This is an optimization exercise on Yosys and OpenROAD, whose aim is small area, a short achievable clock period and few clock cycles per item, not a production implementation.
The RTL was checked by simulation tests, not by an equivalence proof against the original design.
Power and IR drop assume default switching activity.

==> inputs of 01-06 <==
// integer_to_ascii_formatter
module integer_to_ascii_formatter
#(
    parameter int VALUE_WIDTH = 64
)
(
    input  logic                   clk,
    input  logic                   rst_n,
    input  logic                   item_valid,
    output logic                   item_stall,
    input  logic [VALUE_WIDTH-1:0] value,
    input  logic [1:0]             base_select,
    input  logic [6:0]             min_width,
    input  logic [5:0]             min_digits,
    input  logic                   signed_mode,
    input  logic                   left_justify,
    input  logic                   zero_pad,
    input  logic                   plus_sign,
    input  logic                   space_sign,
    input  logic                   alt_prefix,
    input  logic                   lower_case,
    output logic                   char_valid,
    input  logic                   char_stall,
    output logic [7:0]             out_char,
    output logic                   last_char
);
==> flow/config.mk <==
export PLATFORM = sky130hd
export DESIGN_NAME = integer_to_ascii_formatter
export DESIGN_NICKNAME = integer_to_ascii_formatter
export VERILOG_FILES = /design/flow/design.v
export SDC_FILE = /design/flow/constraint.sdc
export NUM_CORES = 4
export LEC_CHECK = 0
export ABC_AREA = 1
export CAP_MARGIN = 20
export CORE_MARGIN = 2
export CORE_UTILIZATION = 40
export SLEW_MARGIN = 20
export TNS_END_PERCENT = 0
==> flow/constraint.sdc <==
create_clock -name core_clock -period 10.0 [get_ports {clk}]
set_input_delay 2.0000 -clock core_clock [delete_from_list [all_inputs] [get_ports {clk}]]
set_output_delay 2.0000 -clock core_clock [all_outputs]
set_load 0.01 [all_outputs]
standard.sh (not shown) runs the stock make flow with config.mk's settings and CLKGATE_MAP_FILE= SYNTH_SCRIPT=/design/flow/synth_recipe.tcl, a recipe that flattens the netlist after the stock synthesis.
==> flow/flow/run.sh <==
#!/bin/bash
# Standard layout, with the timing repair aiming at a setup margin of 6.0 ns.
set -euo pipefail
bash standard.sh SETUP_SLACK_MARGIN=6.0 finish > standard.log 2>&1
==> inputs of 01-09, as changes to 01-06 <==
--- a/flow/design.v
+++ b/flow/design.v
@@ -27,48 +27,43 @@
     input  logic                   alt_prefix,
     input  logic                   lower_case,
     output logic                   char_valid,
     input  logic                   char_stall,
     output logic [7:0]             out_char,
     output logic                   last_char
 );
     localparam int NN = 22;         
-    localparam int CW = 4 * (NN - 1);  
-    localparam int RW = CW + 1;     
+    localparam int RW = 4 * NN;     
     localparam int S_LEAD  = 0;
     localparam int S_SIGN  = 1;
     localparam int S_P0    = 2;
     localparam int S_PX    = 3;
     localparam int S_ZERO  = 4;
     localparam int S_DIG   = 5;
     localparam int S_TRAIL = 6;
     localparam logic [2:0] C_EMPTY = 3'd0;
-    localparam logic [2:0] C_NEG   = 3'd1;    
-    localparam logic [2:0] C_NEG2  = 3'd6;    
+    localparam logic [2:0] C_NEG   = 3'd1;
     localparam logic [2:0] C_CONV  = 3'd2;
     localparam logic [2:0] C_PLAN1 = 3'd3;
     localparam logic [2:0] C_PLAN2 = 3'd4;
     localparam logic [2:0] C_READY = 3'd5;
     logic [2:0]    c_state;
     logic          c_busy;
     logic          c_rdy;        
-    logic          c_isneg, c_isneg2, c_isconv;
     logic          free;         
     logic          free_reg;
-    logic          stall_reg;    
     logic [RW-1:0] c_r;
     logic [4:0]    c_step;
     logic          c_started;
     logic [1:0]    f_base;
     logic [6:0]    f_w;
     logic [5:0]    f_p;
     logic          f_sm, f_lj, f_zp, f_ps, f_ss, f_alt, f_lc;
     logic          f_neg;
-    logic          f_cy;         
     logic [1:0]    d_sign;       
     logic          d_hs, d_p0, d_px, d_zpe;
     logic [7:0]    d_wf;         
     logic [5:0]    d_pc;         
     logic [4:0]    p_nd;
     logic [7:0]    a_wf;
     logic [5:0]    a_pc;
     logic [6:0]    p_pad;
@@ -101,69 +96,66 @@
     logic [RW-1:0] dab;
     logic [1:0]    fixed;
     logic [6:0]    wc;
     assign free   = free_reg;
     assign take   = free && item_valid;
     assign is_oct = (f_base == 2'd0);
     assign is_dec = (f_base == 2'd1);
     assign is_hex = f_base[1];
-    assign raw    = c_r[CW-1 -: 64];
-    assign mag    = {~raw[63:32] + {31'd0, f_cy}, raw[31:0]};
+    assign raw    = c_r[RW-1 -: 64];
+    assign mag    = ~raw + 64'd1;
     assign in_neg = signed_mode && value[63];
     assign in_dec = (base_select == 2'd1);
     function automatic logic [RW-1:0] layout(input logic [63:0] m, input logic [1:0] b);
         layout = '0;
         if (b == 2'd1)
-            layout[CW-1 -: 64] = m;
+            layout[RW-1 -: 64] = m;
         else if (b[1])
             layout[63:0] = m;
         else
-        begin
-            for (int j = 0; j < NN - 1; j++)
-                layout[4*j +: 3] = m[3*j +: 3];
-            layout[CW] = m[63];
-        end
+            for (int j = 0; j < NN; j++)
+                layout[4*j +: 3] = (j == NN - 1) ? {2'b00, m[63]} : m[3*j +: 3];
     endfunction
-    assign lay    = c_isneg2 ? layout(mag, f_base)
+    assign lay    = (c_state == C_NEG) ? layout(mag, f_base)
                                        : layout(value, in_neg ? 2'd1 : base_select);
     assign lay_in = lay;
     function automatic logic [3:0] add3(input logic [3:0] x);
         add3[3] = x[3] | (x[2] & x[0]) | (x[2] & x[1]);
         add3[2] = (x[3] & x[0]) | (x[2] & !x[1] & !x[0]);
         add3[1] = (x[3] & !x[0]) | (!x[2] & x[1]) | (x[1] & x[0]);
         add3[0] = (!x[3] & !x[2] & x[0]) | (x[2] & x[1] & !x[0]) | (x[3] & !x[0]);
     endfunction
     logic [NN-1:0] dmask;
     always_comb
         for (int j = 0; j < NN; j++)
-            dmask[j] = (j <= 4) || (c_step >= 5'(j - 4));
+            dmask[j] = (j <= 5) || (c_step >= 5'(j - 5));
     always_comb
     begin
         dab = c_r;
         for (int u = 0; u < 4; u++)
         begin
-            for (int j = 0; j < NN - 1; j++)
+            for (int j = 0; j < NN; j++)
             begin
-                if (j <= 4 || dmask[j])
+                if (j <= 5 || dmask[j])
                     dab[4*j +: 4] = add3(dab[4*j +: 4]);
             end
-            dab[CW-1:0] = {dab[CW-2:0], dab[CW-1]};
+            dab = {dab[RW-2:0], dab[RW-1]};
         end
     end
-    assign skip = !c_started && (c_r[CW-1 -: 16] == 16'd0);
+    assign skip = !c_started && (c_r[RW-1 -: 16] == 16'd0);
     logic [4:0] nd_calc;
     logic [6:0] pad_calc, n2_calc;
     logic [7:0] q_m_nd;
     assign fixed = 2'(d_hs) + 2'(d_p0) + 2'(d_px);
     always_comb
     begin
         nd_calc = 5'd1;
         for (int j = 0; j < NN; j++)
-            if ((j == NN - 1) ? c_r[CW] : (c_r[4*j +: 4] != 4'd0))
+            if (c_r[4*j +: 4] != 4'd0)
                 nd_calc = 5'(j + 1);
     end
     logic [7:0] x1_s, x2_s, x3_s;
     logic       gt, sel;
     always_comb
     begin
         x1_s     = a_wf - {3'b000, p_nd};
         x2_s     = {2'b00, a_pc} - {3'b000, p_nd};
@@ -175,68 +167,78 @@
         n2_calc  = q_m_nd[7] ? 7'd0 : q_m_nd[6:0];
     end
     always_ff @(posedge clk)
     begin
         a_wf   <= d_wf;
         a_pc   <= d_pc;
     end
     assign wc = f_w[6] ? 7'd64 : f_w;
-    logic [2:0] st_nx;
-    always_comb
-    begin
-        st_nx = c_state;
-        if (free)
-            st_nx = !item_valid ? C_EMPTY : in_neg ? C_NEG : in_dec ? C_CONV : C_PLAN1;
-        else
-            unique case (c_state)
-                C_NEG:   st_nx = C_NEG2;
-                C_NEG2:  st_nx = is_dec ? C_CONV : C_PLAN1;
-                C_CONV:  if ((skip && c_step == 5'd12) || (!skip && c_step == 5'd15))
-                             st_nx = C_PLAN1;
-                C_PLAN1: st_nx = C_PLAN2;
-                C_PLAN2: st_nx = C_READY;
-                C_READY: st_nx = C_READY;
-                default: st_nx = C_EMPTY;
-            endcase
-    end
     always_ff @(posedge clk or negedge rst_n)
     begin
         if (!rst_n)
         begin
-            c_state  <= C_EMPTY;
-            c_busy   <= 1'b0;
-            c_rdy    <= 1'b0;
-            c_isneg  <= 1'b0;
-            c_isneg2 <= 1'b0;
-            c_isconv <= 1'b0;
+            c_state <= C_EMPTY;
+            c_busy  <= 1'b0;
+            c_rdy   <= 1'b0;
         end
         else
         begin
-            c_state  <= st_nx;
-            c_busy   <= (st_nx != C_EMPTY);
-            c_rdy    <= (st_nx == C_READY);
-            c_isneg  <= (st_nx == C_NEG);
-            c_isneg2 <= (st_nx == C_NEG2);
-            c_isconv <= (st_nx == C_CONV);
+            c_rdy <= 1'b0;
+            if (free)
+            begin
+                if (item_valid)
+                begin
+                    c_state <= in_neg ? C_NEG : in_dec ? C_CONV : C_PLAN1;
+                    c_busy  <= 1'b1;
+                end
+                else
+                begin
+                    c_state <= C_EMPTY;
+                    c_busy  <= 1'b0;
+                end
+            end
+            else
+            begin
+                unique case (c_state)
+                    C_NEG:
+                        c_state <= is_dec ? C_CONV : C_PLAN1;
+                    C_CONV:
+                        if ((skip && c_step == 5'd12) || (!skip && c_step == 5'd15))
+                            c_state <= C_PLAN1;
+                    C_PLAN1:
+                        c_state <= C_PLAN2;
+                    C_PLAN2:
+                    begin
+                        c_state <= C_READY;
+                        c_rdy   <= 1'b1;
+                    end
+                    C_READY:
+                        c_rdy   <= 1'b1;
+                    default:
+                    begin
+                        c_state <= C_EMPTY;
+                        c_busy  <= 1'b0;
+                    end
+                endcase
+            end
         end
     end
     always_comb
     begin
         if (f_neg)                   d_sign = 2'd1;
         else if (f_sm && f_ps)       d_sign = 2'd2;
         else if (f_sm && f_ss)       d_sign = 2'd3;
         else                         d_sign = 2'd0;
         d_hs  = (d_sign != 2'd0);
         d_p0  = f_alt && !is_dec;
         d_px  = f_alt && is_hex;
         d_zpe = f_zp && !f_lj;
         d_wf  = {1'b0, wc} - {6'd0, fixed};
-        d_pc  = (fixed == 2'd3 && f_p[5:1] == 5'b11111) ? 6'd61
-              : (fixed[1] && f_p == 6'd63)             ? 6'd62 : f_p;
+        d_pc  = ({1'b0, f_p} > (7'd64 - {5'd0, fixed})) ? 6'(7'd64 - {5'd0, fixed}) : f_p;
     end
     always_ff @(posedge clk)
     begin
         if (free)
             begin
                 c_r       <= lay_in;
                 c_step    <= 5'd0;
                 c_started <= 1'b0;
@@ -248,48 +250,46 @@
                 f_lj   <= left_justify;
                 f_zp   <= zero_pad;
                 f_ps   <= plus_sign;
                 f_ss   <= space_sign;
                 f_alt  <= alt_prefix;
                 f_lc   <= lower_case;
             end
         else
-        begin
-            if (c_isneg)
-            begin
-                c_r[CW-33 -: 32] <= ~raw[31:0] + 32'd1;
-                f_cy             <= (raw[31:0] == 32'd0);
-            end
-            if (c_isneg2)
+        case (c_state)
+            C_NEG:
                 c_r <= lay;
-            if (c_isconv)
+            C_CONV:
             begin
                 if (skip)
                 begin
-                    c_r[CW-1:0] <= {c_r[CW-17:0], 16'd0};
+                    c_r    <= {c_r[RW-17:0], 16'd0};
                     c_step <= c_step + 5'd4;
                 end
                 else
                 begin
                     c_r       <= dab;
                     c_step    <= c_step + 5'd1;
                     c_started <= 1'b1;
                 end
             end
-            if (c_state == C_PLAN1)
+            C_PLAN1:
+            begin
                 p_nd  <= nd_calc;
-            if (c_state == C_PLAN2)
+            end
+            C_PLAN2:
             begin
                 p_pad <= pad_calc;
                 p_n2  <= n2_calc;
             end
-        end
+            default: ;
+        endcase
     end
-    assign item_stall = stall_reg;
+    assign item_stall = !free;
     logic       emit;
     logic       head_ld;
     logic       seg_end;
     logic       is_last;
     logic [6:0] pres_cur, pres_new;
     logic [6:0] nxt_seg, first_seg;
     logic [6:0] nxt_cnt, first_cnt;
     logic [3:0] dsel;
@@ -322,17 +322,17 @@
                       || (nxt_seg[S_TRAIL] && e_n3one) || nxt_seg[S_SIGN] || nxt_seg[S_P0] || nxt_seg[S_PX];
             end
             else
                 one_nx = (e_cnt == 7'd2);
         end
         act_nx  = handoff || (e_act && !(emit && is_last));
         sv_nx   = !head_ld && (emit || sv_reg);
         busy_nx = free ? item_valid
-                       : (c_busy && (c_state == C_NEG || c_state == C_NEG2 || c_state == C_CONV || c_state == C_PLAN1
+                       : (c_busy && (c_state == C_NEG || c_state == C_CONV || c_state == C_PLAN1
                                      || c_state == C_PLAN2 || c_state == C_READY));
         rdy_nx  = !free && (c_state == C_PLAN2 || c_state == C_READY);
         free_nx = !busy_nx || (rdy_nx && (!act_nx || (!sv_nx && one_nx
                                                       && (seg_nx[S_TRAIL] || (seg_nx[S_DIG] && nt_nx)))));
     end
     assign pres_cur = {e_n3 != 7'd0, 1'b1, e_n2 != 7'd0, e_px, e_p0, e_hs, 1'b0};
     assign n1_new   = (!f_lj && !d_zpe) ? p_pad : 7'd0;
     assign n3_new   = f_lj ? p_pad : 7'd0;
@@ -372,17 +372,17 @@
         if (first_seg[S_ZERO]) first_cnt = p_n2;
         if (first_seg[S_DIG])  first_cnt = {2'b00, p_nd};
     end
     always_comb
     begin
         dsel = 4'd0;
         for (int j = 0; j < NN; j++)
             if (e_cnt[4:0] == 5'(j + 1))
-                dsel = (j == NN - 1) ? {3'b000, e_dig[CW]} : e_dig[4*j +: 4];
+                dsel = e_dig[4*j +: 4];
         dchar = ((dsel < 4'd10) ? (8'h30 + {4'h0, dsel}) : (8'h37 + {4'h0, dsel})) | {2'b00, e_lc, 5'b00000};
     end
     always_comb
     begin
         ch = 8'h20;
         if (e_seg[S_SIGN])
             ch = (e_sign == 2'd1) ? 8'h2D : (e_sign == 2'd2) ? 8'h2B : 8'h20;
         if (e_seg[S_P0] || e_seg[S_ZERO])
@@ -394,23 +394,21 @@
     end
     always_ff @(posedge clk or negedge rst_n)
     begin
         if (!rst_n)
         begin
             e_act    <= 1'b0;
             cv_reg   <= 1'b0;
             sv_reg   <= 1'b0;
-            free_reg  <= 1'b1;
-            stall_reg <= 1'b0;
+            free_reg <= 1'b1;
         end
         else
         begin
-            free_reg  <= free_nx;
-            stall_reg <= !free_nx;
+            free_reg <= free_nx;
             if (head_ld)
             begin
                 cv_reg <= sv_reg || emit;
                 sv_reg <= 1'b0;
             end
             else if (emit)
                 sv_reg <= 1'b1;
             if (handoff)
==> flow/run.sh (new file) <==
#!/bin/bash
# synth_recipe.tcl (not shown) runs the flow's synth.tcl, then flattens the netlist and writes it again
# the make line also repeats each setting of config.mk as NAME=value (left out here)
make -C /OpenROAD-flow-scripts/flow DESIGN_CONFIG=/design/flow/config.mk WORK_HOME=/design/flow/orfs CLKGATE_MAP_FILE= SYNTH_SCRIPT=/design/flow/synth_recipe.tcl finish
SETUP_SLACK_MARGIN = 5   (was unset)
removed: flow/flow/run.sh
removed: flow/standard.sh
==> notes.md <==
Outcome: 01-06 finished clean; 01-09 finished clean
Placement-stage cell area: 01-06 0.0271 mm^2; 01-09 0.0281 mm^2
CTS sink count: 01-06 305; 01-09 306
Crit path time final: 01-06 4.13 ns; 01-09 4.80 ns
Met2 routing resource usage after global routing: 01-06 45.9%; 01-09 43.3%
Post-synth top area share: 01-06 31.9%; 01-09 31.2%
Number of global-route vias before repair: 01-06 24,800; 01-09 25,000
Flops & latches, synth: 01-06 305; 01-09 306
Vias: 01-06 27,400; 01-09 27,700
F_max: 01-06 242 MHz; 01-09 208 MHz
Total length of routed met3 wires: 01-06 12,300 um; 01-09 12,900 um
Buffer count excluding the clock tree in the final layout: 01-06 167; 01-09 124
CTS Buf Count: 01-06 39; 01-09 36
Post-CTS Repair Setup Buffers: 01-06 9; 01-09 0
Filler cells: 01-06 6,499; 01-09 6,734
Non-clock inverters: 01-06 604; 01-09 625
Number of logic stages on the critical path including buffering: 01-06 10; 01-09 14
FFs & Latches: 01-06 305; 01-09 306
Measured slew at the worst slew-check pin: 01-06 1.03 ns; 01-09 1.11 ns
Hold Slack: 01-06 0.380 ns; 01-09 0.465 ns
Die H: 01-06 256 um; 01-09 261 um
Die width: 01-06 256 um; 01-09 261 um
Reported combinational group power: 01-06 6.17 mW; 01-09 6.40 mW
Testbench counts of 01-06, summed over its fixed seeds: cycles 50,561, items 3,200.
Testbench counts of 01-09, summed over its fixed seeds: cycles 50,510, items 3,200.

## re-timing with driven ports
No port has a modelled driver above. Below, the same layouts with a new extraction and two added sets of constraints. Step 1 sets driving cells, clkbuf_16 on the clock port and buf_2 on the other inputs (assumed; they add their load-dependent delay and slew). Step 2 adds t to the input delays and takes it off the output delays; t is the mean of the earliest and latest rising clock arrival at the registers after step 1. Input paths then give back, and output paths get back, about the clock's delay inside the block. Slacks: no drivers / after step 1 / after step 2; pairs: no drivers / after step 1.
run	t (ns)	setup slack, ns	worst setup path at the end
01-06	0.633	5.866 / 5.866 / 5.266	input to register
01-09	0.597	5.203 / 5.203 / 4.734	input to register
After both steps setup and hold are still met in every run listed. The setup slack of 01-06, which loses most, moves by 0.000 ns with the drivers and by -0.600 ns with both steps.
